Background: an optimization exercise with open tools, aiming at small area, a short achievable clock period and few clock cycles per item. Do not read the settings as production practice.
At most, simulation tests tie the RTL to the original design; equivalence was not proved.
No activity file was given, so power comes from the tool's default toggle rates.

run E:
clock: 12.0 ns
lec_check: 0
cap_margin: 20
core_margin: 2
core_utilization: 40
slew_margin: 20
synth_hierarchical: 1
synth_minimum_keep_size: 0
standard.sh (not shown) runs the stock make flow with config.mk's settings and CLKGATE_MAP_FILE= SYNTH_SCRIPT=/design/flow/synth_recipe.tcl, a recipe that flattens the netlist after the stock synthesis.
==> flow/flow/run.sh <==
#!/bin/bash
set -euo pipefail
export SETUP_SLACK_MARGIN=8
bash standard.sh > standard.log 2>&1
Run E finished all stages; the layout is clean.
Setup changes, run E to run B
--- a/flow/design.v
+++ b/flow/design.v
@@ -1,12 +1,12 @@
 `default_nettype none
 package sirc_pkg;
 	localparam int CHAR_W  = 8;
 	localparam int CFG_W   = 64;
 	localparam int IN_W    = 32;
-	localparam int K       = 1;
+	localparam int K       = 2;
 	localparam int NCH     = IN_W / K;
 	localparam int CI_W    = $clog2(NCH);
 	localparam int ND      = 14;
 	localparam int NDI_W   = 4;
 	localparam logic [CHAR_W-1:0] NUL_CHAR   = 8'd0;
 	localparam logic [CHAR_W-1:0] PLUS_CHAR  = 8'd43;
Notes after the runs:
Comparing run B against run E, there is no change at all in level count of the clock H-tree.
Run E and run B ended up with nearly the same clock edge transition at the registers on the reported setup and hold paths.
Of run E and run B, run E shows the lower row count, with run B above it.
Run B against run E: number of nets at the end of the flow higher; setup slack lower; DRC violations left roughly the same.
The run showing the greater non-clock buffer count is run B.
Re synthesized cell count: run E and run B aren't equal, and the higher value belongs to run B.
Diff run E and run B: share of the cycle needed by the critical path after routing lower in run E
Signed area change from the synthesized netlist to the final layout on run B is up relative to run E.
| floorplan core area | run B vs run E | 16% higher |
No functional check of the RTL was part of any run of this note.

## amber
signed_integer_to_custom_radix_digits, a different RTL version from the one above (not shown whole).
Size: ~2000 cells after synthesis, about 110 I/O pins, about 23000 sq um of cells after synthesis.
==> module sirc_ddcell, before the edit <==
module sirc_ddcell (
	input  wire logic [3:0] d,
	input  wire logic [3:0] tt,
	input  wire logic [3:0] ttm1,
	input  wire logic       odd,
	output logic            g,
	output logic            p,
	output logic [2:0]      df,
	output logic [2:0]      q1
);
	assign g  = (d[3] & !tt[3]) | (!(d[3] ^ tt[3]) & ((d[2] & !tt[2]) | (!(d[2] ^ tt[2]) &
	            ((d[1] & !tt[1]) | (!(d[1] ^ tt[1]) & (d[0] | !tt[0]))))));
	assign df = d[2:0] - tt[2:0];
	assign p  = odd && !g && (df == 3'd7);
	assign q1 = df + 3'd1;
endmodule
Settings: LEC_CHECK=0, CAP_MARGIN=0, CORE_MARGIN=2, CORE_UTILIZATION=40, SLEW_MARGIN=0, SYNTH_HIERARCHICAL=1, SYNTH_MINIMUM_KEEP_SIZE=0, TNS_END_PERCENT=5; clock period 12.0 ns.
==> flow/flow/run.sh <==
#!/bin/bash
set -euo pipefail
export SETUP_SLACK_MARGIN=8.5
bash standard.sh > standard.log 2>&1
Testbench counts of amber, summed over its fixed seeds: cycles 63,268, items 4,096.
The following lists how xenon was set up differently from amber:
diff --git a/flow/design.v b/flow/design.v
--- a/flow/design.v
+++ b/flow/design.v
@@ -154,11 +154,11 @@
 	output logic [2:0]      q1
 );
 	assign g  = (d[3] & !tt[3]) | (!(d[3] ^ tt[3]) & ((d[2] & !tt[2]) | (!(d[2] ^ tt[2]) &
 	            ((d[1] & !tt[1]) | (!(d[1] ^ tt[1]) & (d[0] | !tt[0]))))));
 	assign df = d[2:0] - tt[2:0];
-	assign p  = odd && !g && (df == 3'd7);
+	assign p  = odd && (d == ttm1);
 	assign q1 = df + 3'd1;
 endmodule
 module sirc_decrow (
 	input  wire logic [4*sirc_pkg::ND_DEC-1:0] d,
 	input  wire logic                          c0,
- Going from amber to xenon, routed metal-1 wire length grows by 3.9%.
- Per the comparison of xenon with amber, average wire per standard cell up about 1.8%, tap cell count up 2.2%.
- Going from amber to xenon, the total chip power was found to have gone down by about 2.2%.
- amber → xenon: synthesized instance count went up; final standard cell area without fillers went up; layout-stage area growth over the synthesis result went down.
- Per the comparison of xenon with amber, number of vias in the routed layout has increased, cell count along the critical path lost 4, final cell count rose 147.
- Total routing resource utilization after global routing, xenon and amber, lower one = amber.
- Diff amber -> xenon: minimum hold slack lost 0.014 ns; count of clock buffers in the final design picked up an extra 1.
Testbench counts of xenon, summed over its fixed seeds: cycles 63,268, items 4,096.

[what the ideal ports hide]
How much do the figures lean on ideal ports? The routed layouts below were timed once more, with nothing changed but the port constraints. Step 1: set_driving_cell puts a clkbuf_16 on clk and a buf_2 on each other input, an assumption about the parent block. Step 2, shift: input delay + t, output delay - t, t = (earliest + latest rising clock arrival at the registers) / 2. This alone moves slack from input paths to output paths. Three values: ideal, step 1, step 2; two values: the first two.
run | t, ns | slack for setup (ns) | worst hold slack (ns) | worst setup path after step 2
run E | 0.617 | 7.885 / 7.885 / 7.485 | 0.458 / 0.458 / 0.458 | input to register
run B | 0.637 | 5.180 / 5.180 / 5.180 | 0.462 / 0.462 / 0.462 | register to register
amber | 0.631 | 7.694 / 7.694 / 7.159 | 0.486 / 0.486 / 0.486 | input to register
xenon | 0.614 | 7.898 / 7.898 / 7.358 | 0.472 / 0.472 / 0.472 | input to register
After both steps setup and hold are still met in every run listed. For xenon, which loses most, drivers alone change the setup slack by 0.000 ns; drivers and shift together by -0.540 ns.
